Background: an optimization exercise with open tools, aiming at small area. Do not read the settings as production practice. Function was checked by simulation only, so behaviour that the tests miss may differ from the original. Power figures rest on the tool's default switching activity, not on a simulated workload.

--- design/flow/config.mk ---
export PLATFORM = sky130hd
export DESIGN_NAME = conv3x3_window_gen
export DESIGN_NICKNAME = conv3x3_window_gen
export VERILOG_FILES = /design/flow/design.v
export SDC_FILE = /design/flow/constraint.sdc
export NUM_CORES = 4
export LEC_CHECK = 0
export CAP_MARGIN = 20
export CORE_AREA = 10 10 590 590
export DIE_AREA = 0 0 600 600
export SLEW_MARGIN = 20
--- design/flow/constraint.sdc ---
create_clock -name core_clock -period 5.0 [get_ports {clk}]
set_input_delay 1.0000 -clock core_clock [delete_from_list [all_inputs] [get_ports {clk}]]
set_output_delay 1.0000 -clock core_clock [all_outputs]
set_load 0.01 [all_outputs]
--- design/flow/design.v ---
module conv3x3_window_gen #(
  parameter int DATA_W = 128,
  parameter int ROW_W  = 12,
  parameter int ROW_H  = 12
) (
  input  logic                    clk,
  input  logic                    rst,
  input  logic                    in_valid,
  input  logic [DATA_W-1:0]       in_data,
  input  logic [DATA_W-1:0]       row1_data,
  input  logic [DATA_W-1:0]       row2_data,
  output logic                    out_valid,
  output logic [9*DATA_W-1:0]     out_window,
  output logic [$clog2(ROW_H)-1:0] out_row,
  output logic [$clog2(ROW_W)-1:0] out_col,
  output logic                    frame_done,
  output logic                    stream_err
);
  localparam int RW = $clog2(ROW_H);
  localparam int CW = $clog2(ROW_W);
  localparam logic [RW-1:0] ROW_LAST = RW'(ROW_H - 1);
  localparam logic [CW-1:0] COL_LAST = CW'(ROW_W - 1);
  localparam logic [0:0] IDLE = 1'b0;
  localparam logic [0:0] RUN  = 1'b1;
  logic [0:0]                   state_q, state_d;
  logic [RW-1:0]                row_q, row_d, orow_q, orow_d;
  logic [CW-1:0]                col_q, col_d, ocol_q, ocol_d;
  logic [2:0][2:0][DATA_W-1:0]  win_q, win_d;
  logic                         vld_q, vld_d, done_q, done_d, err_q, err_d;
  always_comb begin
    state_d = state_q;
    row_d   = row_q;
    col_d   = col_q;
    win_d   = win_q;
    orow_d  = orow_q;
    ocol_d  = ocol_q;
    vld_d   = 1'b0;
    done_d  = 1'b0;
    err_d   = 1'b0;
    if (in_valid) begin
      for (int r = 0; r < 3; r++) begin
        win_d[r][0] = win_q[r][1];
        win_d[r][1] = win_q[r][2];
      end
      win_d[0][2] = row2_data;
      win_d[1][2] = row1_data;
      win_d[2][2] = in_data;
      vld_d = (row_q >= RW'(2)) && (col_q >= CW'(2));
      if (vld_d) begin
        orow_d = row_q - RW'(2);
        ocol_d = col_q - CW'(2);
      end
      done_d = vld_d && (row_q == ROW_LAST) && (col_q == COL_LAST);
      if (col_q == COL_LAST) begin
        col_d = '0;
        if (row_q == ROW_LAST) begin
          row_d   = '0;
          state_d = IDLE;
        end else begin
          row_d   = row_q + RW'(1);
          state_d = RUN;
        end
      end else begin
        col_d   = col_q + CW'(1);
        state_d = RUN;
      end
    end else if (state_q == RUN) begin
      state_d = IDLE;
      row_d   = '0;
      col_d   = '0;
      err_d   = 1'b1;
    end
  end
  always_ff @(posedge clk or posedge rst) begin
    if (rst) begin
      state_q <= IDLE;
      row_q   <= '0;
      col_q   <= '0;
      win_q   <= '0;
      orow_q  <= '0;
      ocol_q  <= '0;
      vld_q   <= 1'b0;
      done_q  <= 1'b0;
      err_q   <= 1'b0;
    end else begin
      state_q <= state_d;
      row_q   <= row_d;
      col_q   <= col_d;
      win_q   <= win_d;
      orow_q  <= orow_d;
      ocol_q  <= ocol_d;
      vld_q   <= vld_d;
      done_q  <= done_d;
      err_q   <= err_d;
    end
  end
  assign out_valid  = vld_q;
  assign out_window = win_q;
  assign out_row    = orow_q;
  assign out_col    = ocol_q;
  assign frame_done = done_q;
  assign stream_err = err_q;
endmodule
--- design/flow/run.sh ---
#!/bin/bash
# synth_recipe.tcl (not shown) runs the flow's synth.tcl, then flattens the netlist and writes it again
# the make line also repeats each setting of config.mk as NAME=value (left out here)
make -C /OpenROAD-flow-scripts/flow DESIGN_CONFIG=/design/flow/config.mk WORK_HOME=/design/flow/orfs CLKGATE_MAP_FILE= SYNTH_SCRIPT=/design/flow/synth_recipe.tcl finish
==> impl_metrics.csv, run 1 <==
group,metric,value,unit
grt,grt_pass1_vias,31620,
cells_and_area,ff_latch_area,29330,um2
run,drv_cap,0,
sta,rsz0062_at_grt,"false",
sta,fin_skew,58.00,ps
logic_synthesis,synth.avg_cell_area,17.44,um2
cts,clockRootBuffer,"clkbuf_16",
cts,cts_sinks,1172,
grt,grt_max_degree,142,
power,power,30460,uW
routing,drt_wl_total,259400,um
critical_path,required,4000,ps
routing,ant_nets,0,
die,pin_count,1550,
cells_and_area,multi_input_area,13490,um2
critical_path,worst_ep_arrival_time,2300,ps
logic_synthesis,async_flop_share,100.0,%
sta,period_needed,3303,ps
routing,drc,0,
cts,cts-resized-gates,0,
critical_path,worstPathCellList,"clkdlybuf4s50_1",
power,seq_power_share,40.6,%
cts,clock_path_buffers,4,
routing,via_count,29740,
sta,finalHoldViolations,0,
cells_and_area,area_growth,58.13,%
power,clkPwrFrac,36.1,%
grt,track_usage,13.63,%
cts,clk_pin_slew,60,ps
hold_path,hold_path_class,"flop to flop",
cells_and_area,fillers,35530,
grt,antenna_found_initial,112,
cts,cts_buffers,144,
critical_path,crit_fanout,3,
die,initial_core_util,13.17,%
power,p_leak,0.02744,uW
critical_path,startpoint_type,"flop",
logic_synthesis,ys_seq_area_share,66.64,%
cts,worst_skew_pair.late_latency,820,ps
place,place_hpwl,220100,um
die,core.rowCount,212,
routing,via_per_inst,3.431,
logic_synthesis,synth_edf_count,0,
power,combPwrFrac,23.3,%
place,gp_congestion,0.8795,
power,p_sw,9172,uW
cts,cts_hold_buf,0,
sta,worst_pin_slew,876.3,ps
sta,max-slew-margin-rel,41.58,%
logic_synthesis,syn_area,44010,um2
critical_path,crit_path_top_delay_cell,"clkdlybuf4s50_1",
sta,setup_ws,1697,ps
critical_path,critPathMaxStageDelay,820,ps
power,p_sw_share,30.11,%
sta,drv_slew,0,
logic_synthesis,synth_nets,2918,
cells_and_area,drive_gt1_share,34.22,%
power,internal_power,21290,uW
die,die_y,600,um
grt,grt_pass1_wl,330700,um
critical_path,crit_type,"flop to primary output",
cts,cts_setup_buffers,0,
cells_and_area,fin_nets,4546,
routing,dr.pass1.iters,5,
critical_path,end_kind,"primary output",
logic_synthesis,netlist_instances,2523,
logic_synthesis,synth_flop_cell,"dfrtp_1",
place,post-place-ws,1986,ps
power,power_density,437.8,nW/um2
status,status,"no timing/DRC/antenna violations",
sta,fin_crit_sh,66.06,%
logic_synthesis,yosys_register_bits,1172,
die,dieArea,360000,um2
sta,finalSetupViolCount,0,
sta,fin_tns_setup,0,ps
cts,htreeDepth,4,
cts,cts_tree,"done",
die,die_w,600,um
critical_path,crit_family,"buffers and inverters",
logic_synthesis,synth_warnings,1,
power,vdd_drop_max,0.0003110,V
die,core,334200,um2
routing,wl_per_cell,29.93,um
place,port_buffers,1549,
sta,fmax,302.7,MHz
grt,grt_overflow,0,
routing,drt_iter0_markers,1822,
logic_synthesis,synth.distinct_cells,32,
critical_path,cp_num_buf_inv,1,
[state kept, by name, indices dropped and copies added, names as in the netlist]
signal   flops
ocol_q       4
err_q        1
row_q        4
col_q        4
win_q     1152
orow_q       4
done_q       1
state_q      1
vld_q        1
[metal layers]
layer  share of wire [%]  global-route usage, %
met5               0.060                      0
met1                  36                  14.68
met2                  51                  24.34
met3                  10                  5.918
met4                 3.1                  3.639
[final timing paths]
check                                             start                endpoint  slack (ps)  cells after the start
worst max-delay path            win_q[1022]$_DFFE_PP0P_        out_window[1022]        1700                      1
min in group asynchronous                           rst  win_q[804]$_DFFE_PP0P_         560                      2
worst min-delay path             win_q[128]$_DFFE_PP0P_    win_q[0]$_DFFE_PP0P_         490                      1
worst max register to register     row_q[1]$_DFFE_PP0P_   ocol_q[3]$_DFFE_PP0P_        3350                      4
worst min register to register   win_q[128]$_DFFE_PP0P_    win_q[0]$_DFFE_PP0P_         490                      1
max in group asynchronous                           rst  win_q[946]$_DFFE_PP0P_        2920                      4
[power groups by stage]
stage	combinational (uW)	clock, uW	sequential [uW]
after floorplan	1760	0	12600
after global placement	7270	0	12500
after detailed placement	7310	0	12500
after CTS	7340	11400	12400
after global routing	7500	11700	12500
final	7110	11000	12400
[cells in the mapped netlist (all sizes together) (2+ instances only)]
| library cell | n | area, um2 |
|---|---|---|
| dfrtp | 1172 | 29330 |
| nand4b | 2 | 32.53 |
| o31ai | 2 | 15.01 |
| xor2 | 2 | 17.52 |
| nor2 | 2 | 15.01 |
| inv | 10 | 37.54 |
| nand3b | 2 | 15.01 |
| nand2b | 5 | 31.28 |
| ha | 8 | 100.1 |
| mux2i | 3 | 30.03 |
| mux2 | 1158 | 13040 |
| nor3 | 2 | 10.01 |
| nor2b | 2 | 12.51 |
| o21ai | 3 | 15.01 |
| nand2 | 2 | 7.510 |
| nand3 | 4 | 20.02 |
| buf | 132 | 1155 |
[cell usage in the layout, fill, tap and decap left out, drive strengths merged]
cell type	count
and2	1
clkinv	31
mux2	1158
nor4	1
nand2b	5
clkdlybuf4s50	1548
clkinvlp	2
o211ai	1
a31o	1
a21oi	1
nand3b	2
inv	17
nor2b	2
diode	26
nor2	2
bufinv	15
o21ai	3
ha	8
o41ai	1
clkbuf	195
a21boi	1
o31ai	2
a311o	1
nor3	2
or3	1
nor3b	1
xor2	2
and3b	1
dfrtp	1172
buf	66
nand2	2
nor4b	1
mux2i	3
nand3	4
nand4b	2
[cells by family after synthesis]
group           count (synthesis)  synth area share (%)
flops                        1172                 66.64
simple gates                   27                0.4606
compound gates                 11                0.2189
mux                          1161                 29.70
fa+ha+maj                       8                0.2275
xor+xnor                        2               0.03981
buf+inv                       142                 2.710
[stage by stage]
step,utilization (%),cell area (um2),hold slack (ps),instances
after floorplan,-,44010,500.7,2523
after global placement,19.33,64620,490.9,8392
after detailed placement,19.33,64620,494.5,8392
after CTS,20.80,69520,450.3,8642
after global routing,20.81,69540,479.2,8650
final,20.82,69590,486.4,8668
[area by class of cell]
class,instances,share of cell area (%)
clock buffer,195,5.907
timing repair buffer,1614,23.39
inverter,10,0.05934
sequential,1172,42.15
multi-input combinational,1209,19.38
tap,4387,7.888
clock inverter,55,1.140
antenna,26,0.09350
==> inputs of run 2 (changes only) <==
==> design/flow/design.v (replaced) <==
module conv3x3_window_gen #(
  parameter int DATA_W = 128,
  parameter int ROW_W  = 12,
  parameter int ROW_H  = 12
) (
  input  logic                    clk,
  input  logic                    rst,
  input  logic                    in_valid,
  input  logic [DATA_W-1:0]       in_data,
  input  logic [DATA_W-1:0]       row1_data,
  input  logic [DATA_W-1:0]       row2_data,
  output logic                    out_valid,
  output logic [9*DATA_W-1:0]     out_window,
  output logic [$clog2(ROW_H)-1:0] out_row,
  output logic [$clog2(ROW_W)-1:0] out_col,
  output logic                    frame_done,
  output logic                    stream_err
);
  localparam int RW = $clog2(ROW_H);
  localparam int CW = $clog2(ROW_W);
  localparam logic [RW-1:0] ROW_LAST = RW'(ROW_H - 1);
  localparam logic [CW-1:0] COL_LAST = CW'(ROW_W - 1);
  logic [RW-1:0]                row_q, row_d, orow_q;
  logic [CW-1:0]                col_q, col_d, ocol_q;
  logic [2:0][2:0][DATA_W-1:0]  win_q;
  logic                         vld_d, vld_q, done_d, done_q, err_d, err_q;
  logic                         busy, col_last, row_last;
  assign busy     = (row_q != '0) || (col_q != '0);
  assign col_last = (col_q == COL_LAST);
  assign row_last = (row_q == ROW_LAST);
  always_comb begin
    row_d  = row_q;
    col_d  = col_q;
    vld_d  = 1'b0;
    done_d = 1'b0;
    err_d  = 1'b0;
    if (in_valid) begin
      vld_d  = (row_q >= RW'(2)) && (col_q >= CW'(2));
      done_d = row_last && col_last;
      if (col_last) begin
        col_d = '0;
        row_d = row_last ? '0 : row_q + RW'(1);
      end else begin
        col_d = col_q + CW'(1);
      end
    end else if (busy) begin
      row_d = '0;
      col_d = '0;
      err_d = 1'b1;
    end
  end
  always_ff @(posedge clk or posedge rst) begin
    if (rst) begin
      row_q  <= '0;
      col_q  <= '0;
      vld_q  <= 1'b0;
      done_q <= 1'b0;
      err_q  <= 1'b0;
    end else begin
      row_q  <= row_d;
      col_q  <= col_d;
      vld_q  <= vld_d;
      done_q <= done_d;
      err_q  <= err_d;
    end
  end
  always_ff @(posedge clk) begin
    win_q[0][0] <= win_q[0][1];
    win_q[0][1] <= win_q[0][2];
    win_q[1][0] <= win_q[1][1];
    win_q[1][1] <= win_q[1][2];
    win_q[2][0] <= win_q[2][1];
    win_q[2][1] <= win_q[2][2];
    win_q[0][2] <= row2_data;
    win_q[1][2] <= row1_data;
    win_q[2][2] <= in_data;
    orow_q      <= row_q - RW'(2);
    ocol_q      <= col_q - CW'(2);
  end
  assign out_valid  = vld_q;
  assign out_window = win_q;
  assign out_row    = orow_q;
  assign out_col    = ocol_q;
  assign frame_done = done_q;
  assign stream_err = err_q;
endmodule
--- a/design/flow/config.mk
+++ b/design/flow/config.mk
@@ -6,6 +6,8 @@
 export NUM_CORES = 4
 export LEC_CHECK = 0
 export CAP_MARGIN = 20
-export CORE_AREA = 10 10 590 590
-export DIE_AREA = 0 0 600 600
+export CORE_AREA = 95 95 365 365
+export CTS_BUF_LIST = sky130_fd_sc_hd__clkbuf_8
+export CTS_CLUSTER_SIZE = 20
+export DIE_AREA = 0 0 460 460
 export SLEW_MARGIN = 20
==> impl_metrics.csv, run 2 <==
group,metric,value,unit
logic_synthesis,netlist_instances,1232,
logic_synthesis,synth.most_common_cell,"dfxtp_1",
sta,whs,317.8,ps
logic_synthesis,synth.area.top_cells,"dfxtp_1 97%, dfrtp_1 1.2%, ha_1 0.52%, inv_1 0.19%, o31ai_1 0.094%",
cts,clk_pin_slew,60,ps
critical_path,critPathMaxStageDelay,860,ps
logic_synthesis,synth.distinct_cells,27,
critical_path,rr_worst_depth,4,
grt,grt_pass1_vias,18320,
critical_path,worst-r2r-setup-slack,3450,ps
logic_synthesis,synth_top_area_share,97.05,%
logic_synthesis,async_flop_share,0.9394,%
critical_path,crit_family,"buffers and inverters",
cells_and_area,top_register,"win_q",
routing,ant_nets,0,
hold_path,hold_path_class,"flop to flop",
power,power,20630,uW
critical_path,worstPathCellList,"clkdlybuf4s50_1",
critical_path,crit_type,"flop to primary output",
cells_and_area,largest_register_ffs,1152,
critical_path,r2r-start,"col_q[1]$_DFFE_PP0P_",
critical_path,required,4000,ps
logic_synthesis,ys_top_cells_by_count,"1160 x dfxtp_1, 12 x inv_1, 11 x dfrtp_1",
sta,drv_slew,0,
sta,finalHoldViolations,0,
critical_path,r2r_end,"row_q[3]$_DFFE_PP0P_",
routing,via_per_inst,4.837,
grt,antenna_found_initial,336,
status,status,"no timing/DRC/antenna violations",
critical_path,crit_cells,1,
logic_synthesis,synth_nets,1629,
grt,grt_overflow,0,
sta,setup_ws,1579,ps
hold_path,holdPathStages,0,
hold_path,whs_endpoint,"win_q[465]$_DFF_P_",
cts,cts-resized-gates,0,
logic_synthesis,ys_seq_area_share,98.20,%
cts,cts_sinks,1171,
critical_path,worst_ep_arrival_time,2420,ps
cts,htreeDepth,4,
logic_synthesis,synth_edf_count,0,
critical_path,crit_fanout,2,
sta,fmax,292.3,MHz
cts,cts_tree,"done",
logic_synthesis,yosys.area_share.simple,0.5909,%
sta,max-slew-margin-rel,38.46,%
routing,wl_per_cell,83.96,um
die,core,72590,um2
cells_and_area,area_growth,85.30,%
cells_and_area,mostFrequentLayoutCells,"1549 x clkdlybuf4s50_1, 1160 x dfxtp_1, 217 x clkbuf_8",
logic_synthesis,synthAdderAreaFrac,0.5229,%
sta,fin_skew,52.02,ps
run,drv_cap,0,
sta,period_needed,3421,ps
logic_synthesis,synth_compound_area_share,0.3190,%
critical_path,startpoint_type,"flop",
cts,clock_path_buffers,3,
grt,grt_max_degree,17,
cells_and_area,fin_nets,3358,
die,die_y,460,um
power,power_density,465.4,nW/um2
die,core.rowCount,99,
power,vdd_drop_max,0.0003069,V
place,gp_congestion,1.021,
cts,cts_hold_buf,0,
cells_and_area,mostFrequentLayoutCell,"clkdlybuf4s50_1",
grt,grt_pass1_wl,384600,um
critical_path,cp_num_buf_inv,1,
logic_synthesis,synth_warnings,1,
logic_synthesis,yosys_register_bits,1171,
logic_synthesis,synth.avg_cell_area,19.42,um2
sta,fin_crit_sh,68.43,%
logic_synthesis,muxShareOfSynthArea,0.04183,%
die,initial_core_util,32.96,%
cts,clockRootBuffer,"clkbuf_8",
cts,cts_buffers,180,
routing,via_count,19870,
critical_path,end_kind,"primary output",
cells_and_area,utilization,61.08,%
routing,dr.pass1.iters,5,
sta,fin_tns_setup,0,ps
die,dieArea,211600,um2
sta,worst_pin_slew,920.3,ps
sta,rsz0062_at_grt,"false",
cts,cts_setup_buffers,0,
grt,track_usage,28.16,%
place,place_hpwl,324100,um
cells_and_area,drive_gt1_share,7.983,%
place,post-place-ws,2359,ps
cts,worst_skew_pair.late_latency,850,ps
logic_synthesis,syn_area,23930,um2
sta,finalSetupViolCount,0,
die,die_w,460,um
power,p_leak,0.01832,uW
logic_synthesis,synth_top_family_by_area,"simple AND/OR/NAND/NOR gates",
logic_synthesis,synth_top_cell_by_area,"dfxtp_1",
place,port_buffers,1549,
routing,drt_iter0_markers,2367,
routing,drt_wl_total,344900,um
critical_path,crit_path_top_delay_cell,"clkdlybuf4s50_1",
die,pin_count,1550,
logic_synthesis,yosys.area_share.xor_xnor,0.07321,%
hold_path,hp-start,"win_q[593]$_DFF_P_",
logic_synthesis,synth_flop_cell,"dfxtp_1",
routing,drc,0,
-- run 2: changes by cell type after synthesis, sizes merged, moves of 2 or more --
cell,delta
inv,+2
ha,+2
nor2,+3
dfxtp,+1160
nand3,-2
mux2,-1158
nand2b,-2
mux2i,-2
nand2,+3
buf,-130
nor2b,-2
dfrtp,-1161
-- run 2: cell families after synthesis --
family	after synthesis
multiplexers	1
flip-flops	1171
AO/OA/AOI/OAI	11
buffers and inverters	14
XOR/XNOR	2
adder cells (fa/ha/maj)	10
AND/OR/NAND/NOR	23
-- run 2: cell type report --
type / count / area [um2]
Antenna cell: 55 / 137.6
Clock buffer: 217 / 2987
Clock inverter: 98 / 595.6
Fill cell: 5658 / 28250
Inverter: 12 / 45.04
Multi-Input combinational cell: 47 / 370.4
Sequential cell: 1171 / 23500
Tap cell: 959 / 1200
Timing Repair Buffer: 1549 / 15500
-- run 2: routing by layer --
layer	global-route usage [%]	up-vias	part of all wire [%]
met3	26.30	856	19
met2	49.77	2134	50
li1	-	7425	-
met1	20.48	9373	26
met4	10.58	84	4.9
met5	0.5673	-	0.25
-- run 2: worst max-delay path by stage --
stage / slack, ps / endpoint / start
global route: 1520 / out_window[941] / win_q[941]$_DFF_P_
finish: 1580 / out_window[941] / win_q[941]$_DFF_P_
detailed placement: 2360 / out_window[941] / win_q[941]$_DFF_P_
CTS: 1430 / out_window[941] / win_q[941]$_DFF_P_
floorplan: 3160 / row_q[3]$_DFFE_PP0P_ / in_valid
global placement: 2310 / row_q[3]$_DFFE_PP0P_ / in_valid
-- run 2: metrics by stage --
stage          cell area (um2)  instances
2_1_floorplan            23930       1232
3_3_place_gp             40620       3738
3_5_place_dp             40620       3738
4_1_cts                  44200       4053
5_1_grt                  44260       4076
6_report                 44340       4108
-- run 2: where the power goes --
part / internal [uW] / leakage (uW) / switching, uW / total (uW)
Clock: 4070 / 0.00210 / 3730 / 7800
Sequential: 9860 / 0.00994 / 294 / 10200
Combinational: 1090 / 0.00629 / 1590 / 2680
==> inputs of run 3 (changes only) <==
==> design/flow/flow/run.sh (new file) <==
#!/bin/bash
# Standard ORFS layout with smaller port buffers, denser pin spacing and a leaner clock tree.
set -euo pipefail
export BUFFER_PORTS_ARGS="-buffer_cell sky130_fd_sc_hd__buf_1"
export PLACE_PINS_ARGS="-min_distance 1 -min_distance_in_tracks"
export CTS_ARGS="-sink_clustering_enable -repair_clock_nets -dont_use_dummy_load -buf_list sky130_fd_sc_hd__clkbuf_8 -sink_clustering_size 20"
bash standard.sh > standard.log 2>&1
==> design/flow/standard.sh (new file) <==
#!/bin/bash
# synth_recipe.tcl (not shown) runs the flow's synth.tcl, then flattens the netlist and writes it again
# the make line also repeats each setting of config.mk as NAME=value (left out here)
make -C /OpenROAD-flow-scripts/flow DESIGN_CONFIG=/design/flow/config.mk WORK_HOME=/design/flow/orfs CLKGATE_MAP_FILE= SYNTH_SCRIPT=/design/flow/synth_recipe.tcl "${@:-finish}"
==> design/flow/config.mk (replaced) <==
export PLATFORM = sky130hd
export DESIGN_NAME = conv3x3_window_gen
export DESIGN_NICKNAME = conv3x3_window_gen
export VERILOG_FILES = /design/flow/design.v
export SDC_FILE = /design/flow/constraint.sdc
export NUM_CORES = 4
export LEC_CHECK = 0
export CAP_MARGIN = 20
export CORE_AREA = 12 12 228 228
export DIE_AREA = 0 0 240 240
export SLEW_MARGIN = 20
removed: design/flow/run.sh
==> impl_metrics.csv, run 3 <==
group,metric,value,unit
status,status,"no timing/DRC/antenna violations",
routing,via_per_inst,4.982,
sta,period_needed,2646,ps
power,p_leak,0.01317,uW
critical_path,worst_ep_arrival_time,1650,ps
sta,max-slew-margin-rel,50.14,%
logic_synthesis,synth_nets,1629,
logic_synthesis,synthAdderAreaFrac,0.5229,%
critical_path,crit_fanout,1,
logic_synthesis,synth_warnings,1,
sta,fin_skew,51.66,ps
place,gp_congestion,1.112,
logic_synthesis,syn_area,23930,um2
cells_and_area,utilization,72.04,%
cells_and_area,largest_register_ffs,1152,
cells_and_area,mostFrequentLayoutCells,"1549 x buf_1, 1160 x dfxtp_1, 164 x clkbuf_8",
critical_path,r2r-start,"col_q[1]$_DFFE_PP0P_",
place,port_buffers,1549,
critical_path,crit_path_top_delay_cell,"buf_1",
cts,clk_pin_slew,60,ps
logic_synthesis,async_flop_share,0.9394,%
cts,cts_tree,"done",
cells_and_area,drive_gt1_share,5.641,%
logic_synthesis,synth_edf_count,0,
critical_path,worstPathCellList,"buf_1",
cells_and_area,stdcell_area,32900,um2
cts,cts-resized-gates,0,
cells_and_area,mostFrequentLayoutCell,"buf_1",
logic_synthesis,netlist_instances,1232,
sta,worst_pin_slew,751.0,ps
sta,fmax,378.0,MHz
critical_path,crit_cells,1,
logic_synthesis,synth_top_family_by_area,"simple AND/OR/NAND/NOR gates",
die,die_w,240,um
run,drv_cap,0,
logic_synthesis,synth_compound_area_share,0.3190,%
routing,dr.pass1.iters,5,
logic_synthesis,muxShareOfSynthArea,0.04183,%
logic_synthesis,synth.most_common_cell,"dfxtp_1",
routing,drt_wl_total,123400,um
routing,via_count,17980,
sta,finalHoldViolations,0,
grt,grt_pass1_vias,18300,
sta,fin_crit_sh,52.92,%
routing,wl_per_cell,34.17,um
sta,rsz0062_at_grt,"false",
grt,track_usage,40.97,%
grt,grt_max_degree,17,
grt,grt_pass1_wl,158800,um
die,core,45670,um2
routing,ant_nets,0,
cts,cts_sinks,1171,
cells_and_area,fillers,3323,
logic_synthesis,synth_top_area_share,97.05,%
critical_path,critPathMaxStageDelay,560,ps
power,vdd_drop_max,0.0003777,V
cts,worst_skew_pair.late_latency,810,ps
power,power_density,520.8,nW/um2
grt,grt_overflow,0,
cells_and_area,fin_nets,3342,
hold_path,hold_path_class,"primary input to asynchronous set/reset pin",
logic_synthesis,synth.distinct_cells,27,
cts,htreeDepth,4,
cts,cts_buffers,164,
grt,antenna_found_initial,72,
critical_path,crit_type,"flop to primary output",
critical_path,critPathCapture,"out_window[21]",
critical_path,crit_family,"buffers and inverters",
place,place_hpwl,103100,um
cts,cts_hold_buf,0,
logic_synthesis,ys_top_cells_by_count,"1160 x dfxtp_1, 12 x inv_1, 11 x dfrtp_1",
die,initial_core_util,52.39,%
die,pin_count,1550,
logic_synthesis,yosys.area_share.simple,0.5909,%
die,die_y,240,um
cells_and_area,top_register,"win_q",
sta,drv_slew,0,
logic_synthesis,synth.avg_cell_area,19.42,um2
logic_synthesis,yosys.area_share.xor_xnor,0.07321,%
sta,fin_tns_setup,0,ps
sta,finalSetupViolCount,0,
critical_path,rr_worst_depth,4,
critical_path,cp-startpoint,"win_q[21]$_DFF_P_",
critical_path,r2r_end,"row_q[3]$_DFFE_PP0P_",
critical_path,worst-r2r-setup-slack,3500,ps
critical_path,end_kind,"primary output",
cells_and_area,area_growth,37.51,%
cts,clock_path_buffers,3,
critical_path,startpoint_type,"flop",
routing,drt_iter0_markers,1409,
sta,whs,202.0,ps
die,dieArea,57600,um2
logic_synthesis,synth_top_cell_by_area,"dfxtp_1",
critical_path,required,4000,ps
cts,clockRootBuffer,"clkbuf_8",
critical_path,cp_num_buf_inv,1,
logic_synthesis,synth.area.top_cells,"dfxtp_1 97%, dfrtp_1 1.2%, ha_1 0.52%, inv_1 0.19%, o31ai_1 0.094%",
die,core.rowCount,78,
routing,drc,0,
logic_synthesis,yosys_register_bits,1171,
logic_synthesis,ys_seq_area_share,98.20,%
logic_synthesis,synth_flop_cell,"dfxtp_1",
place,place_area,30480,um2
cts,cts_setup_buffers,0,
==> run 3: cell count changes in the layout (fill, tap and decap cells not counted), moves of 5 or more <==
cell and change:
buf_1 +1549, clkdlybuf4s50_1 -1549, inv_1 -70, clkbuf_8 -53, diode_2 +12, clkinv_2 -11, clkinv_8 -5, inv_12 -5
==> run 3: area by class of cell <==
| class | instances | area, um2 | area share (%) |
|---|---|---|---|
| sequential | 1171 | 23500 | 71.41 |
| timing repair buffer | 1549 | 5814 | 17.67 |
| clock buffer | 164 | 2257 | 6.860 |
| tap | 600 | 750.7 | 2.282 |
| multi-input combinational | 47 | 370.4 | 1.126 |
| antenna | 67 | 167.7 | 0.5096 |
| inverter | 12 | 45.04 | 0.1369 |
==> run 3: kinds of logic after synthesis <==
| group | count (synthesis) |
|---|---|
| xor gates and xnor gates | 2 |
| buffers and inverters | 14 |
| adders and majority gates | 10 |
| muxes | 1 |
| DFF | 1171 |
| AOI/OAI and AO/OA | 11 |
| and+or+nand+nor | 23 |
==> run 3: report_power, final <==
group / switching, uW / total [uW] / internal, uW
registers: 234 / 10100 / 9860
logic: 859 / 1150 / 287
clock network: 3000 / 5890 / 2890
total: 4090 / 17100 / 13000
==> run 3: stage by stage <==
stage	setup WS, ps	total power (uW)	instances
2_1_floorplan	3161	10560	1232
3_3_place_gp	2859	11360	3379
3_5_place_dp	2872	11380	3379
4_1_cts	2413	17130	3543
5_1_grt	2303	17730	3585
6_report	2354	17140	3610
==> run 3: layer usage <==
layer	track usage, %	share of wire, %
met1	35.03	28
met2	56.60	42
met5	6.834	0.33
met3	31.02	17
met4	45.06	13
==> run 3: worst min path at each step <==
stage | start | to | slack [ps] | depth (start not counted)
2_1_floorplan | win_q[128]$_DFF_P_ | win_q[0]$_DFF_P_ | 380 | 0
3_3_place_gp | win_q[925]$_DFF_P_ | win_q[797]$_DFF_P_ | 330 | 0
3_5_place_dp | win_q[188]$_DFF_P_ | win_q[60]$_DFF_P_ | 330 | 0
4_1_cts | rst | row_q[1]$_DFFE_PP0P_ | 140 | 2
5_1_grt | rst | done_q$_DFF_PP0_ | 200 | 2
6_report | rst | done_q$_DFF_PP0_ | 200 | 2
==> run 3: worst reg2reg max path, stage by stage, from the launching register on <==
cell      delay [ps]
dfrtp_1          420
ha_1             320
nand3b_4         110
or4_1            470
o31ai_1           80
==> inputs of run 4 (changes only) <==
==> design/flow/design.v (replaced) <==
module conv3x3_window_gen #(
  parameter int DATA_W = 128,
  parameter int ROW_W  = 12,
  parameter int ROW_H  = 12
) (
  input  logic                    clk,
  input  logic                    rst,
  input  logic                    in_valid,
  input  logic [DATA_W-1:0]       in_data,
  input  logic [DATA_W-1:0]       row1_data,
  input  logic [DATA_W-1:0]       row2_data,
  output logic                    out_valid,
  output logic [9*DATA_W-1:0]     out_window,
  output logic [$clog2(ROW_H)-1:0] out_row,
  output logic [$clog2(ROW_W)-1:0] out_col,
  output logic                    frame_done,
  output logic                    stream_err
);
  localparam int RW = $clog2(ROW_H);
  localparam int CW = $clog2(ROW_W);
  localparam logic [RW-1:0] ROW_END  = RW'(ROW_H - 3);   
  localparam logic [CW-1:0] COL_END  = CW'(ROW_W - 3);   
  localparam logic [RW-1:0] ROW_TOP  = RW'(ROW_H - 1);   
  localparam logic [CW-1:0] COL_TOP  = CW'(ROW_W - 1);   
  logic [RW-1:0]                row_q, row_d;
  logic [CW-1:0]                col_q, col_d;
  logic [2:0][2:0][DATA_W-1:0]  win_q;
  logic                         vld_d, vld_q, done_d, done_q, err_d, err_q;
  logic                         idle, col_end;
  assign col_end = (col_q == COL_END);
  assign idle    = (row_q == ROW_END) && col_end;
  always_comb begin
    row_d  = row_q;
    col_d  = col_q;
    err_d  = 1'b0;
    if (in_valid) begin
      col_d = (col_q == COL_TOP) ? '0 : col_q + CW'(1);
      if (col_end)
        row_d = (row_q == ROW_TOP) ? '0 : row_q + RW'(1);
    end else if (!idle) begin
      row_d = ROW_END;
      col_d = COL_END;
      err_d = 1'b1;
    end
    vld_d  = in_valid && (row_d < RW'(ROW_H - 2)) && (col_d < CW'(ROW_W - 2));
    done_d = in_valid && (row_d == ROW_END) && (col_d == COL_END);
  end
  always_ff @(posedge clk or posedge rst) begin
    if (rst) begin
      row_q  <= ROW_END;
      col_q  <= COL_END;
      vld_q  <= 1'b0;
      done_q <= 1'b0;
      err_q  <= 1'b0;
    end else begin
      row_q  <= row_d;
      col_q  <= col_d;
      vld_q  <= vld_d;
      done_q <= done_d;
      err_q  <= err_d;
    end
  end
  always_ff @(posedge clk) begin
    win_q[0][0] <= win_q[0][1];
    win_q[0][1] <= win_q[0][2];
    win_q[1][0] <= win_q[1][1];
    win_q[1][1] <= win_q[1][2];
    win_q[2][0] <= win_q[2][1];
    win_q[2][1] <= win_q[2][2];
    win_q[0][2] <= row2_data;
    win_q[1][2] <= row1_data;
    win_q[2][2] <= in_data;
  end
  assign out_valid  = vld_q;
  assign out_window = win_q;
  assign out_row    = row_q;
  assign out_col    = col_q;
  assign frame_done = done_q;
  assign stream_err = err_q;
endmodule
==> design/flow/flow/run.sh (replaced) <==
#!/bin/bash
# Standard ORFS layout with the smallest port buffers, pins one routing track apart and a
# clock tree of mid-size clock buffers without dummy loads.
set -euo pipefail
export BUFFER_PORTS_ARGS="-buffer_cell sky130_fd_sc_hd__buf_1"
export PLACE_PINS_ARGS="-min_distance 1 -min_distance_in_tracks"
export CTS_ARGS="-sink_clustering_enable -repair_clock_nets -dont_use_dummy_load -buf_list sky130_fd_sc_hd__clkbuf_8 -sink_clustering_size 16 -sink_clustering_max_diameter 50"
bash standard.sh > standard.log 2>&1
--- a/design/flow/config.mk
+++ b/design/flow/config.mk
@@ -6,6 +6,6 @@
 export NUM_CORES = 4
 export LEC_CHECK = 0
 export CAP_MARGIN = 20
-export CORE_AREA = 12 12 228 228
+export CORE_AREA = 20 20 220 220
 export DIE_AREA = 0 0 240 240
 export SLEW_MARGIN = 20
==> impl_metrics.csv, run 4 <==
group,metric,value,unit
logic_synthesis,synth_top_cell_by_area,"dfxtp_1",
grt,grt_pass1_wl,178600,um
logic_synthesis,async_flop_share,0.9458,%
cts,clock_path_buffers,3,
place,post-place-ws,2629,ps
grt,grt_overflow,2,
cts,cts_hold_buf,0,
die,die_w,240,um
logic_synthesis,netlist_instances,1218,
grt,track_usage,45.67,%
cts,cts_buffers,82,
place,place_hpwl,119100,um
logic_synthesis,synth_top_area_share,97.09,%
place,port_buffers,1549,
logic_synthesis,synth.area.top_cells,"dfxtp_1 97%, dfrtp_1 0.74%, dfstp_2 0.44%, ha_1 0.21%, inv_1 0.11%",
logic_synthesis,ys_top_cells_by_count,"1152 x dfxtp_1, 7 x dfrtp_1, 7 x inv_1",
logic_synthesis,synth_flop_cell,"dfxtp_1",
cts,cts_sinks,1163,
logic_synthesis,syn_area,23750,um2
cts,clockRootBuffer,"clkbuf_8",
logic_synthesis,synth.most_common_cell,"dfxtp_1",
place,place_area,30200,um2
cts,cts-resized-gates,0,
logic_synthesis,synth.distinct_cells,34,
logic_synthesis,synth_nets,1609,
logic_synthesis,synth.avg_cell_area,19.50,um2
die,die_y,240,um
logic_synthesis,ys_seq_area_share,98.27,%
cts,htreeDepth,3,
status,haltStage,"5_1_grt",
status,status,"stopped before the end",
die,pin_count,1550,
status,error,"[ERROR GRT-0116] Global routing finished with congestion. Check the congestion regions in the DRC Viewer.",
grt,grt_max_degree,17,
logic_synthesis,yosys_register_bits,1163,
die,initial_core_util,60.76,%
grt,grt_pass1_vias,19460,
cts,cts_setup_buffers,0,
place,gp_congestion,1.098,
die,core.rowCount,72,
logic_synthesis,synth_warnings,1,
logic_synthesis,synth_edf_count,0,
==> run 4: logic make-up after synthesis <==
family,Yosys count,share of synthesized area [%]
mux,2,0.1580
compound gates,17,0.5320
flops,1163,98.27
fa+ha+maj,4,0.2107
simple gates,23,0.6585
buf+inv,9,0.1738
==> run 4: power by group through the flow <==
stage | combinational (uW) | sequential (uW) | clock (uW)
3_3_place_gp | 1280 | 10200 | 0
2_1_floorplan | 148 | 10500 | 0
4_1_cts | 1290 | 10000 | 4120
3_5_place_dp | 1280 | 10300 | 0
==> run 4: worst max-delay path by stage <==
stage	end	slack [ps]	cells after the start
global placement	vld_q$_DFF_PP0_	2630	5
CTS	out_col[0]	2410	1
floorplan	done_q$_DFF_PP0_	3070	4
detailed placement	vld_q$_DFF_PP0_	2630	5
==> run 4: per-layer routing <==
| metal | GRT usage [%] | GRT overflow |
|---|---|---|
| met1 | 39.07 | 0 |
| met2 | 62.54 | 1 |
| met3 | 33.12 | 0 |
| met5 | 10.53 | 0 |
| met4 | 52.45 | 1 |
==> run 4: stage by stage <==
step / cells / hold WS (ps)
after CTS: 3365 / 277.3
after detailed placement: 3283 / 332.9
after global placement: 3283 / 332.2
after floorplan: 1218 / 381.7
==> inputs of run 5 (changes only) <==
--- a/design/flow/config.mk
+++ b/design/flow/config.mk
@@ -5,7 +5,8 @@
 export SDC_FILE = /design/flow/constraint.sdc
 export NUM_CORES = 4
 export LEC_CHECK = 0
+export ABC_AREA = 1
 export CAP_MARGIN = 20
-export CORE_AREA = 20 20 220 220
+export CORE_AREA = 12 12 228 228
 export DIE_AREA = 0 0 240 240
 export SLEW_MARGIN = 20
==> impl_metrics.csv, run 5 <==
group,metric,value,unit
status,status,"no timing/DRC/antenna violations",
power,p_sw_share,25.07,%
cts,cts_setup_buffers,0,
logic_synthesis,ys_seq_area_share,98.17,%
critical_path,end_kind,"primary output",
logic_synthesis,synth_warnings,1,
cells_and_area,multi_input_area,349.1,um2
grt,grt_pass1_wl,156200,um
die,core,45670,um2
grt,antenna_found_initial,74,
cells_and_area,mostFrequentLayoutCell,"buf_1",
cts,cts_hold_buf,0,
logic_synthesis,syn_area,23780,um2
cells_and_area,largest_register_ffs,1152,
cells_and_area,mostFrequentLayoutCells,"1549 x buf_1, 1152 x dfxtp_1, 83 x clkbuf_8",
routing,via_per_inst,4.983,
routing,drt_iter0_markers,1257,
die,die_y,240,um
power,seq_power_share,64.8,%
routing,wl_per_cell,34.57,um
routing,dr.pass1.iters,16,
power,combPwrFrac,8.6,%
logic_synthesis,synth.area.top_cells,"dfxtp_1 97%, dfrtp_1 0.74%, dfstp_2 0.44%, nand2_1 0.36%, nand3_1 0.25%",
cells_and_area,ff_latch_area,23340,um2
routing,drt_wl_total,122700,um
power,clkPwrFrac,26.6,%
cells_and_area,fillers,3599,
logic_synthesis,synth_nets,1638,
grt,track_usage,40.34,%
sta,worst_pin_slew,709.2,ps
critical_path,worst-r2r-setup-slack,3200,ps
hold_path,hold_path_class,"primary input to asynchronous set/reset pin",
cts,worst_skew_pair.late_latency,700,ps
sta,max-slew-margin-rel,52.91,%
logic_synthesis,async_flop_share,0.9458,%
critical_path,rr_worst_depth,9,
logic_synthesis,ys_top_cells_by_count,"1152 x dfxtp_1, 23 x nand2_1, 16 x inv_1",
routing,drc,0,
cells_and_area,stdcell_area,31650,um2
grt,grt_pass1_vias,17720,
critical_path,worstPathCellList,"buf_1",
sta,period_needed,2607,ps
place,gp_congestion,1.095,
critical_path,crit_path_top_delay_cell,"dfstp_2",
die,die_w,240,um
critical_path,worst_ep_arrival_time,1610,ps
power,p_sw,3891,uW
logic_synthesis,synth.most_common_cell,"dfxtp_1",
sta,finalHoldViolations,0,
sta,fin_crit_sh,52.15,%
critical_path,crit_family,"flip-flops",
logic_synthesis,synth_top_cell_by_area,"dfxtp_1",
cts,cts-resized-gates,0,
cells_and_area,drive_gt1_share,3.233,%
die,pin_count,1550,
critical_path,startpoint_type,"flop",
run,drv_cap,0,
logic_synthesis,synth_flop_cell,"dfxtp_1",
critical_path,r2r_end,"done_q$_DFF_PP0_",
power,power_density,490.5,nW/um2
logic_synthesis,synth_top_area_share,96.99,%
logic_synthesis,netlist_instances,1247,
power,p_leak,0.01253,uW
cts,clk_pin_slew,100,ps
logic_synthesis,synth_edf_count,0,
cts,cts_tree,"done",
power,internal_power,11630,uW
cts,clock_path_buffers,3,
critical_path,critPathMaxStageDelay,610,ps
place,place_area,30320,um2
sta,finalSetupViolCount,0,
grt,grt_max_degree,17,
place,port_buffers,1549,
critical_path,required,4000,ps
critical_path,r2r-start,"col_q[0]$_DFF_PP1_",
routing,ant_nets,0,
power,vdd_drop_max,0.0003320,V
critical_path,crit_fanout,6,
logic_synthesis,synth.avg_cell_area,19.07,um2
cells_and_area,fin_nets,3270,
sta,fin_tns_setup,0,ps
critical_path,cp_num_buf_inv,1,
sta,rsz0062_at_grt,"false",
cts,clockRootBuffer,"clkbuf_8",
place,place_hpwl,104400,um
cells_and_area,top_register,"win_q",
die,dieArea,57600,um2
cts,htreeDepth,3,
sta,fmax,383.5,MHz
die,initial_core_util,52.06,%
cells_and_area,area_growth,33.09,%
cts,cts_buffers,83,
routing,via_count,17690,
sta,drv_slew,0,
critical_path,crit_type,"flop to primary output",
logic_synthesis,yosys_register_bits,1163,
cts,cts_sinks,1163,
cells_and_area,largest_registers,"win_q: 1152 flops, col_q: 4 flops, row_q: 4 flops",
sta,fin_skew,40.41,ps
grt,grt_overflow,0,
logic_synthesis,synth.distinct_cells,22,
die,core.rowCount,78,
[run 5: cell families (layout without fill, tap and decap cells)]
logic type | Yosys count | after routing | synth area share, %
flip-flops | 1163 | 1163 | 98.17
AND/OR/NAND/NOR | 55 | 55 | 1.110
buffers and inverters | 19 | 1649 | 0.3631
AO/OA/AOI/OAI | 6 | 6 | 0.1473
adder cells (fa/ha/maj) | 4 | 4 | 0.2105
other | 0 | 73 | 0
[run 5: area by class of cell]
type                       count  share of cell area (%)
clock buffer                  83                   3.610
sequential                  1163                   73.76
timing repair buffer        1549                   18.37
multi-input combinational     65                   1.103
antenna                       73                  0.5773
tap                          600                   2.372
inverter                      17                  0.2016
[run 5: power by group through the flow]
stage	combinational (uW)	sequential, uW	clock (uW)
2_1_floorplan	183	10500	0
3_3_place_gp	1290	10200	0
3_5_place_dp	1270	10300	0
4_1_cts	1280	10100	4160
5_1_grt	1360	10100	4540
6_report	1330	10100	4130
[run 5: worst max-delay path by stage]
stage | end | depth (start not counted) | startpoint
5_1_grt | out_col[0] | 1 | col_q[0]$_DFF_PP1_
6_report | out_col[0] | 1 | col_q[0]$_DFF_PP1_
4_1_cts | out_col[0] | 1 | col_q[0]$_DFF_PP1_
3_3_place_gp | done_q$_DFF_PP0_ | 6 | in_valid
2_1_floorplan | done_q$_DFF_PP0_ | 7 | in_valid
3_5_place_dp | vld_q$_DFF_PP0_ | 7 | in_valid
[run 5: layer usage]
layer  vias up  part of all wire (%)  track usage, %
met5         -                  0.37           4.758
met1      8095                    28           34.19
met4        34                    13           47.18
met3       680                    16           29.89
li1       7158                     -               -
met2      1724                    42           55.46
[run 5: through the flow]
stage	utilization (%)	hold slack [ps]	cells	setup WS [ps]	power, uW
floorplan	-	381.7	1247	3368	10660
global placement	66.38	332.2	3394	2952	11530
finish	69.29	306.2	3550	2393	15520
CTS	68.89	271.7	3477	2322	15500
global route	69.13	300.5	3521	2315	16020
detailed placement	66.38	332.9	3394	2883	11550
==> inputs of run 6 (changes only) <==
--- a/design/flow/config.mk
+++ b/design/flow/config.mk
@@ -5,7 +5,6 @@
 export SDC_FILE = /design/flow/constraint.sdc
 export NUM_CORES = 4
 export LEC_CHECK = 0
-export ABC_AREA = 1
 export CAP_MARGIN = 20
 export CORE_AREA = 12 12 228 228
 export DIE_AREA = 0 0 240 240
==> impl_metrics.csv, run 6 <==
group,metric,value,unit
logic_synthesis,synth_warnings,1,
cells_and_area,drive_gt1_share,3.301,%
routing,wl_met2,50650,um
grt,grt_max_degree,17,
routing,highest-signal-layer,"met5",
sta,fin_skew,45.13,ps
grt,grt_overflow,0,
cells_and_area,top_register,"win_q",
power,vdd_drop_max,0.0003641,V
logic_synthesis,yosys.area_share.simple,0.6584,%
place,place_hpwl,104200,um
cts,clock_path_buffers,3,
logic_synthesis,synth_top_area_share,97.09,%
logic_synthesis,synth_top_cell_by_area,"dfxtp_1",
critical_path,startpoint_type,"flop",
cells_and_area,mostFrequentLayoutCell,"buf_1",
logic_synthesis,synth.distinct_cells,34,
routing,drc,0,
cells_and_area,mostFrequentLayoutCells,"1549 x buf_1, 1152 x dfxtp_1, 83 x clkbuf_8",
cells_and_area,area_growth,33.19,%
cts,cts_hold_buf,0,
logic_synthesis,yosys_register_bits,1163,
sta,rsz0062_at_grt,"false",
grt,antenna_found_initial,83,
logic_synthesis,synth_top_family_by_area,"simple AND/OR/NAND/NOR gates",
critical_path,crit_fanout,7,
place,gp_congestion,1.104,
place,post-place-ws,2621,ps
sta,max-slew-margin-rel,54.37,%
sta,whs,286.7,ps
sta,fin_tns_setup,0,ps
critical_path,crit_type,"flop to primary output",
critical_path,crit_family,"flip-flops",
sta,fin_crit_sh,54.35,%
critical_path,end_kind,"primary output",
power,power_density,489.4,nW/um2
logic_synthesis,yosys.area_share.xor_xnor,0,%
die,pin_count,1550,
cts,cts-resized-gates,0,
run,drv_cap,0,
routing,wl_met1,34550,um
critical_path,critPathMaxStageDelay,610,ps
cts,clk_pin_slew,80,ps
place,dp_cells,3365,
cells_and_area,largest_registers,"win_q: 1152 flops, col_q: 4 flops, row_q: 4 flops",
die,core,45670,um2
routing,wl_per_cell,34.64,um
logic_synthesis,synth_nets,1609,
hold_path,hold_path_class,"primary input to asynchronous set/reset pin",
sta,worst_pin_slew,687.2,ps
critical_path,worstPathCellList,"buf_1",
die,die_y,240,um
cells_and_area,finalNonFillerCells,3525,
grt,grt_pass1_wl,154200,um
cts,cts_buffers,83,
logic_synthesis,synth_compound_area_share,0.5320,%
logic_synthesis,ys_top_cells_by_count,"1152 x dfxtp_1, 7 x dfrtp_1, 7 x inv_1",
critical_path,crit_path_top_delay_cell,"dfstp_2",
routing,met3_length,19780,um
sta,finalSetupViolCount,0,
logic_synthesis,synth.area.top_cells,"dfxtp_1 97%, dfrtp_1 0.74%, dfstp_2 0.44%, ha_1 0.21%, inv_1 0.11%",
die,initial_core_util,52.01,%
sta,drv_slew,0,
critical_path,r2r-start,"col_q[0]$_DFF_PP1_",
sta,fmax,368.0,MHz
sta,setup_ws,2283,ps
logic_synthesis,netlist_instances,1218,
critical_path,cp_num_buf_inv,1,
sta,period_needed,2717,ps
logic_synthesis,muxShareOfSynthArea,0.1580,%
power,p_leak,0.01244,uW
routing,via_count,17500,
grt,track_usage,39.75,%
cts,clockRootBuffer,"clkbuf_8",
routing,drt_wl_total,122100,um
logic_synthesis,async_flop_share,0.9458,%
routing,via_per_inst,4.964,
logic_synthesis,synth.avg_cell_area,19.50,um2
grt,grt_pass1_vias,17570,
cts,worst_skew_pair.late_latency,710,ps
cells_and_area,stdcell_area,31640,um2
sta,finalHoldViolations,0,
critical_path,required,4000,ps
die,core.rowCount,78,
die,die_w,240,um
place,port_buffers,1549,
critical_path,cp-startpoint,"col_q[0]$_DFF_PP1_",
logic_synthesis,synth_flop_cell,"dfxtp_1",
routing,drt_iter0_markers,1272,
cts,cts_tree,"done",
logic_synthesis,ys_seq_area_share,98.27,%
cts,htreeDepth,3,
cts,cts_sinks,1163,
critical_path,worst_ep_arrival_time,1720,ps
logic_synthesis,synth.most_common_cell,"dfxtp_1",
status,status,"no timing/DRC/antenna violations",
place,place_area,30300,um2
cts,cts_setup_buffers,0,
logic_synthesis,syn_area,23750,um2
routing,ant_nets,0,
logic_synthesis,synthAdderAreaFrac,0.2107,%
cells_and_area,fin_nets,3241,
routing,dr.pass1.iters,24,
logic_synthesis,synth_edf_count,0,
cells_and_area,largest_register_ffs,1152,
die,dieArea,57600,um2
==> run 6: cell families (layout without fill, tap and decap cells) <==
group / Yosys count / in the layout
DFF: 1163 / 1163
and+or+nand+nor: 23 / 23
AOI/OAI and AO/OA: 17 / 17
buffers and inverters: 9 / 1639
adders and majority gates: 4 / 4
muxes: 2 / 2
other: 0 / 77
==> run 6: cell type report <==
cell class,instances,area (um2)
tap,600,750.7
clock buffer,83,1142
timing repair buffer,1549,5814
sequential,1163,23340
multi-input combinational,46,370.4
fill,3575,14030
antenna,77,192.7
inverter,7,26.28
==> run 6: worst paths after layout <==
path | end | slack, ps | depth (start not counted)
min in group core_clock | win_q[471]$_DFF_P_ | 320 | 0
max in group asynchronous | row_q[3]$_DFF_PP1_ | 4360 | 2
worst max register to register | vld_q$_DFF_PP0_ | 3150 | 5
worst min register to register | win_q[471]$_DFF_P_ | 320 | 0
worst max-delay path | out_col[0] | 2280 | 1
worst min-delay path | vld_q$_DFF_PP0_ | 290 | 2
==> run 6: metal layers <==
metal	global-route usage, %	vias to the layer above
li1	-	7111
met1	34.38	7998
met2	54.85	1637
met3	27.76	717
met4	46.72	36
met5	6.142	-
==> run 6: metrics by stage <==
step	utilization, %	power, uW
floorplan	-	10620
global placement	66.35	11470
detailed placement	66.35	11480
CTS	68.85	15460
global route	69.11	15960
finish	69.27	15480
==> run 6: where the power goes <==
group	internal, uW	switching [uW]
Sequential	9790	256
Combinational	340	936
Clock	1490	2670
Total	11600	3860
==> inputs of run 7 (changes only) <==
--- a/design/flow/design.v
+++ b/design/flow/design.v
@@ -30,20 +30,17 @@
   assign col_end = (col_q == COL_END);
   assign idle    = (row_q == ROW_END) && col_end;
   always_comb begin
-    row_d  = row_q;
-    col_d  = col_q;
-    err_d  = 1'b0;
     if (in_valid) begin
       col_d = (col_q == COL_TOP) ? '0 : col_q + CW'(1);
-      if (col_end)
-        row_d = (row_q == ROW_TOP) ? '0 : row_q + RW'(1);
-    end else if (!idle) begin
+      row_d = !col_end ? row_q : (row_q == ROW_TOP) ? '0 : row_q + RW'(1);
+    end else begin
+      col_d = COL_END;
       row_d = ROW_END;
-      col_d = COL_END;
-      err_d = 1'b1;
     end
-    vld_d  = in_valid && (row_d < RW'(ROW_H - 2)) && (col_d < CW'(ROW_W - 2));
-    done_d = in_valid && (row_d == ROW_END) && (col_d == COL_END);
+    err_d  = !in_valid && !idle;
+    vld_d  = in_valid && (col_q != COL_END) && (col_q != COL_END + CW'(1))
+             && (row_q < RW'(ROW_H - 2));
+    done_d = in_valid && (row_q == ROW_END) && (col_q == COL_END - CW'(1));
   end
   always_ff @(posedge clk or posedge rst) begin
     if (rst) begin
==> design/flow/flow/run.sh (replaced) <==
#!/bin/bash
# Standard ORFS layout with the smallest port buffers, pins one routing track apart and a
# clock tree of mid-size clock buffers without dummy loads.
set -euo pipefail
export BUFFER_PORTS_ARGS="-buffer_cell sky130_fd_sc_hd__buf_1"
export PLACE_PINS_ARGS="-min_distance 1 -min_distance_in_tracks"
export CTS_ARGS="-sink_clustering_enable -repair_clock_nets -dont_use_dummy_load -buf_list sky130_fd_sc_hd__clkbuf_8 -sink_clustering_size 18 -sink_clustering_max_diameter 50"
bash standard.sh > standard.log 2>&1
==> impl_metrics.csv, run 7 <==
group,metric,value,unit
status,status,"no timing/DRC/antenna violations",
power,vdd_drop_max,0.0003474,V
cells_and_area,drive_gt1_share,2.860,%
sta,fin_tns_setup,0,ps
power,clkPwrFrac,26.4,%
cells_and_area,largest_register_ffs,1152,
logic_synthesis,ys_seq_area_share,98.67,%
logic_synthesis,synth_top_cell_by_area,"dfxtp_1",
place,gp_congestion,1.124,
grt,grt_overflow,0,
critical_path,required,4000,ps
cts,cts_hold_buf,0,
cts,clockRootBuffer,"clkbuf_8",
routing,via_count,17440,
critical_path,critPathMaxStageDelay,630,ps
cells_and_area,mostFrequentLayoutCells,"1549 x buf_1, 1152 x dfxtp_1, 75 x clkbuf_8",
cells_and_area,fillers,3552,
place,post-place-ws,3130,ps
die,die_y,240,um
critical_path,worst_ep_arrival_time,1570,ps
die,die_w,240,um
logic_synthesis,yosys_register_bits,1163,
power,p_sw_share,24.45,%
critical_path,crit_path_top_delay_cell,"dfstp_2",
grt,grt_max_degree,19,
cts,cts_tree,"done",
die,core.rowCount,78,
cells_and_area,area_growth,33.02,%
cts,cts_sinks,1163,
cts,htreeDepth,3,
logic_synthesis,synth.most_common_cell,"dfxtp_1",
routing,via_per_inst,4.956,
power,seq_power_share,66.3,%
critical_path,cp_num_buf_inv,1,
logic_synthesis,syn_area,23660,um2
critical_path,crit_fanout,6,
hold_path,hold_path_class,"primary input to asynchronous set/reset pin",
critical_path,crit_family,"flip-flops",
logic_synthesis,synth_flop_cell,"dfxtp_1",
logic_synthesis,synth.avg_cell_area,19.57,um2
place,place_hpwl,105200,um
power,internal_power,11410,uW
cells_and_area,finalNonFillerCells,3519,
grt,grt_pass1_wl,155000,um
sta,period_needed,2571,ps
sta,setup_ws,2429,ps
routing,drt_iter0_markers,1612,
routing,drc,0,
cells_and_area,largest_registers,"win_q: 1152 flops, col_q: 4 flops, row_q: 4 flops",
sta,fmax,389.0,MHz
grt,track_usage,40.12,%
logic_synthesis,async_flop_share,0.9458,%
die,dieArea,57600,um2
run,drv_cap,0,
cts,cts-resized-gates,0,
cells_and_area,utilization,68.90,%
critical_path,startpoint_type,"flop",
logic_synthesis,synth.distinct_cells,25,
sta,drv_slew,0,
critical_path,rr_worst_depth,4,
die,core,45670,um2
sta,finalSetupViolCount,0,
sta,fin_skew,57.21,ps
logic_synthesis,synth.area.top_cells,"dfxtp_1 97%, dfrtp_1 0.74%, dfstp_2 0.44%, ha_1 0.32%, inv_1 0.095%",
routing,dr.pass1.iters,23,
cts,cts_setup_buffers,0,
sta,fin_crit_sh,51.41,%
cts,clock_path_buffers,3,
critical_path,crit_type,"flop to primary output",
power,power,15100,uW
grt,grt_pass1_vias,17340,
sta,rsz0062_at_grt,"false",
place,dp_cells,3357,
routing,ant_nets,0,
cts,worst_skew_pair.late_latency,700,ps
critical_path,worstPathCellList,"buf_1",
routing,wl_per_cell,35.00,um
die,pin_count,1550,
cells_and_area,mostFrequentLayoutCell,"buf_1",
critical_path,end_kind,"primary output",
power,p_leak,0.01238,uW
cells_and_area,top_register,"win_q",
power,power_density,479.7,nW/um2
place,port_buffers,1549,
critical_path,crit_cells,1,
logic_synthesis,synth_top_area_share,97.48,%
sta,finalHoldViolations,0,
cts,cts_buffers,75,
grt,antenna_found_initial,78,
power,p_sw,3690,uW
logic_synthesis,netlist_instances,1209,
die,initial_core_util,51.80,%
sta,worst_pin_slew,675.7,ps
cells_and_area,fin_nets,3227,
logic_synthesis,synth_edf_count,0,
logic_synthesis,synth_warnings,1,
cts,clk_pin_slew,110,ps
logic_synthesis,ys_top_cells_by_count,"1152 x dfxtp_1, 7 x dfrtp_1, 6 x ha_1, 6 x inv_1",
routing,drt_wl_total,123200,um
sta,max-slew-margin-rel,55.14,%
logic_synthesis,synth_nets,1602,
power,combPwrFrac,7.4,%
## run 7: cell types whose count changed in the layout (fill, tap and decap cells not counted), sizes merged, moves of 2 or more
cell and delta:
nand2b -2, nor2 +2, a21oi -2, and3b -3, and2 +2, clkbuf -8
nand2 +3, a31oi -2, diode +10, nand4b -2, o211ai -2, ha +2
## run 7: worst paths after layout
kind,startpoint,to,slack (ps)
min,rst,done_q$_DFF_PP0_,270
min reg2reg,win_q[709]$_DFF_P_,win_q[581]$_DFF_P_,290
min in group core_clock,win_q[709]$_DFF_P_,win_q[581]$_DFF_P_,290
max reg2reg,col_q[0]$_DFF_PP1_,row_q[2]$_DFFE_PP0P_,3350
max,col_q[0]$_DFF_PP1_,out_col[0],2430
max in group asynchronous,rst,col_q[0]$_DFF_PP1_,4370
## run 7: kinds of logic after synthesis
| group | after synthesis | synth area share (%) |
|---|---|---|
| adder cells (fa/ha/maj) | 6 | 0.3173 |
| buffers and inverters | 7 | 0.1110 |
| AO/OA/AOI/OAI | 9 | 0.2750 |
| XOR/XNOR | 1 | 0.03703 |
| AND/OR/NAND/NOR | 21 | 0.5078 |
| flip-flops | 1163 | 98.67 |
| multiplexers | 2 | 0.08462 |
## run 7: area by class of cell
cell class	count	area [um2]	area share (%)
well taps	600	750.7	2.386
multi-input cells	39	289.0	0.9185
flip-flops and latches	1163	23340	74.18
clock buffers	75	1032	3.280
diodes	87	217.7	0.6918
repair buffers	1549	5814	18.48
inverters	6	22.52	0.07157
## run 7: layer usage
metal  GRT usage, %  part of all wire (%)  vias to the layer above
li1               -                     -                     7053
met4          48.07                    14                       18
met5          3.806                  0.17                        -
met2          55.05                    42                     1702
met3          26.82                    16                      679
met1          35.62                    29                     7987
## run 7: power groups by stage
| stage | combinational (uW) | clock [uW] | sequential [uW] |
|---|---|---|---|
| after global placement | 1070 | 0 | 10200 |
| final | 1110 | 3980 | 10000 |
| after detailed placement | 1060 | 0 | 10200 |
| after CTS | 1070 | 3990 | 10000 |
| after floorplan | 36.0 | 0 | 10400 |
| after global routing | 1120 | 4370 | 10100 |
## run 7: per-stage QoR
stage                     hold slack, ps  cell area, um2
after global placement             331.5           30220
final                              265.5           31470
after CTS                          242.8           31250
after global routing               282.1           31400
after detailed placement           333.3           30220
after floorplan                    381.7           23660
==> inputs of run 8 (changes only) <==
--- a/design/flow/design.v
+++ b/design/flow/design.v
@@ -27,20 +27,28 @@
   logic [2:0][2:0][DATA_W-1:0]  win_q;
   logic                         vld_d, vld_q, done_d, done_q, err_d, err_q;
   logic                         idle, col_end;
-  assign col_end = (col_q == COL_END);
-  assign idle    = (row_q == ROW_END) && col_end;
+  function automatic logic [3:0] inc12(input logic [3:0] v);   
+    inc12[0] = ~v[0];
+    inc12[1] = v[1] ^ v[0];
+    inc12[2] = ~v[3] & (v[2] ^ (v[1] & v[0]));
+    inc12[3] = (v[3] & ~(v[1] & v[0])) | (v[2] & v[1] & v[0]);
+  endfunction
+  function automatic logic is9(input logic [3:0] v);
+    is9 = v[3] & ~v[1] & v[0];
+  endfunction
+  assign col_end = is9(col_q);                  
+  assign idle    = is9(row_q) && col_end;
   always_comb begin
     if (in_valid) begin
-      col_d = (col_q == COL_TOP) ? '0 : col_q + CW'(1);
-      row_d = !col_end ? row_q : (row_q == ROW_TOP) ? '0 : row_q + RW'(1);
+      col_d = inc12(col_q);
+      row_d = col_end ? inc12(row_q) : row_q;
     end else begin
       col_d = COL_END;
       row_d = ROW_END;
     end
     err_d  = !in_valid && !idle;
-    vld_d  = in_valid && (col_q != COL_END) && (col_q != COL_END + CW'(1))
-             && (row_q < RW'(ROW_H - 2));
-    done_d = in_valid && (row_q == ROW_END) && (col_q == COL_END - CW'(1));
+    vld_d  = in_valid && !(col_q[3] && (col_q[1] ^ col_q[0])) && !(row_q[3] && row_q[1]);
+    done_d = in_valid && is9(row_q) && col_q[3] && !col_q[1] && !col_q[0];
   end
   always_ff @(posedge clk or posedge rst) begin
     if (rst) begin
==> impl_metrics.csv, run 8 <==
group,metric,value,unit
status,status,"stopped before the end",
die,core.rowCount,78,
grt,grt_pass1_wl,161100,um
cts,clockRootBuffer,"clkbuf_8",
logic_synthesis,synth.avg_cell_area,19.70,um2
logic_synthesis,synth_top_area_share,97.95,%
logic_synthesis,async_flop_share,0.9458,%
status,haltStage,"5_1_grt",
cts,cts_sinks,1163,
logic_synthesis,synth.distinct_cells,24,
place,port_buffers,1549,
logic_synthesis,synth_edf_count,0,
logic_synthesis,netlist_instances,1195,
place,dp_cells,3343,
cts,cts_hold_buf,0,
cts,cts_buffers,75,
cts,cts-resized-gates,0,
die,initial_core_util,51.55,%
place,post-place-ws,3178,ps
status,error,"[ERROR GRT-0116] Global routing finished with congestion. Check the congestion regions in the DRC Viewer.",
logic_synthesis,synth.most_common_cell,"dfxtp_1",
logic_synthesis,yosys_register_bits,1163,
logic_synthesis,synth_warnings,1,
cts,htreeDepth,3,
grt,track_usage,42.43,%
logic_synthesis,ys_seq_area_share,99.14,%
die,die_w,240,um
place,gp_congestion,1.122,
die,die_y,240,um
die,pin_count,1550,
grt,grt_pass1_vias,18390,
cts,cts_setup_buffers,0,
logic_synthesis,syn_area,23550,um2
logic_synthesis,synth_top_cell_by_area,"dfxtp_1",
logic_synthesis,synth_nets,1584,
logic_synthesis,synth.area.top_cells,"dfxtp_1 98%, dfrtp_1 0.74%, dfstp_2 0.45%, ha_1 0.11%, nand2_1 0.080%",
grt,grt_overflow,2,
grt,grt_max_degree,19,
logic_synthesis,ys_top_cells_by_count,"1152 x dfxtp_1, 7 x dfrtp_1, 5 x nand2_1",
place,place_hpwl,105800,um
cts,clock_path_buffers,3,
logic_synthesis,synth_flop_cell,"dfxtp_1",
run 8: routing by layer:
metal  overflow  global-route usage, %
met5          0                  7.785
met4          1                  51.21
met3          0                  28.98
met2          1                  55.07
met1          0                  39.53
run 8: how the worst max path moves through the flow:
stage | start | slack, ps | depth (start not counted) | end
4_1_cts | col_q[0]$_DFF_PP1_ | 2440 | 1 | out_col[0]
3_5_place_dp | col_q[0]$_DFF_PP1_ | 3180 | 1 | out_col[0]
3_3_place_gp | win_q[983]$_DFF_P_ | 3170 | 1 | out_window[983]
2_1_floorplan | col_q[0]$_DFF_PP1_ | 3430 | 0 | out_col[0]
run 8: power groups by stage:
stage	logic, uW	clock network [uW]	registers [uW]
2_1_floorplan	26.1	0	10400
3_3_place_gp	1060	0	10200
3_5_place_dp	1050	0	10200
4_1_cts	1050	4010	10000
run 8: kinds of logic after synthesis:
group	count (synthesis)	synth area share [%]
and+or+nand+nor	21	0.4996
adders and majority gates	2	0.1063
buffers and inverters	2	0.03185
DFF	1163	99.14
xor gates and xnor gates	2	0.07441
muxes	1	0.04251
AOI/OAI and AO/OA	4	0.1063
run 8: metrics by stage:
step / power [uW] / cell area [um2]
after floorplan: 10450 / 23550
after global placement: 11250 / 30110
after detailed placement: 11260 / 30110
after CTS: 15070 / 31140

## afterwards: timing with drivers on the ports
In the flow no input, the clock included, has a driving cell. The finished layouts below were timed again as built, in two steps.
Step 1 (the two cells are an assumption about what drives the block):
set clk [get_ports {clk}]
set_driving_cell -lib_cell sky130_fd_sc_hd__clkbuf_16 $clk
set_driving_cell -lib_cell sky130_fd_sc_hd__buf_2 [delete_from_list [all_inputs] $clk]
Step 2 also shifts input and output timing later by t, the mid clock arrival at the registers, as if the neighbouring blocks saw the same clock.
a / b / c = ideal / step 1 / step 2; a / b = the first two.
| run | t (ns) | setup slack, ns | worst register clock-pin slew, ns |
|---|---|---|---|
| run 1 | 0.875 | 1.697 / 1.615 / 2.070 | 0.07 / 0.07 |
| run 2 | 0.894 | 1.579 / 1.501 / 2.229 | 0.07 / 0.07 |
| run 3 | 0.830 | 2.354 / 2.295 / 2.751 | 0.07 / 0.07 |
| run 5 | 0.727 | 2.393 / 2.333 / 2.763 | 0.10 / 0.10 |
| run 6 | 0.744 | 2.283 / 2.223 / 2.485 | 0.10 / 0.10 |
| run 7 | 0.727 | 2.429 / 2.370 / 3.097 | 0.11 / 0.11 |
After both steps setup and hold are still met in every run listed.
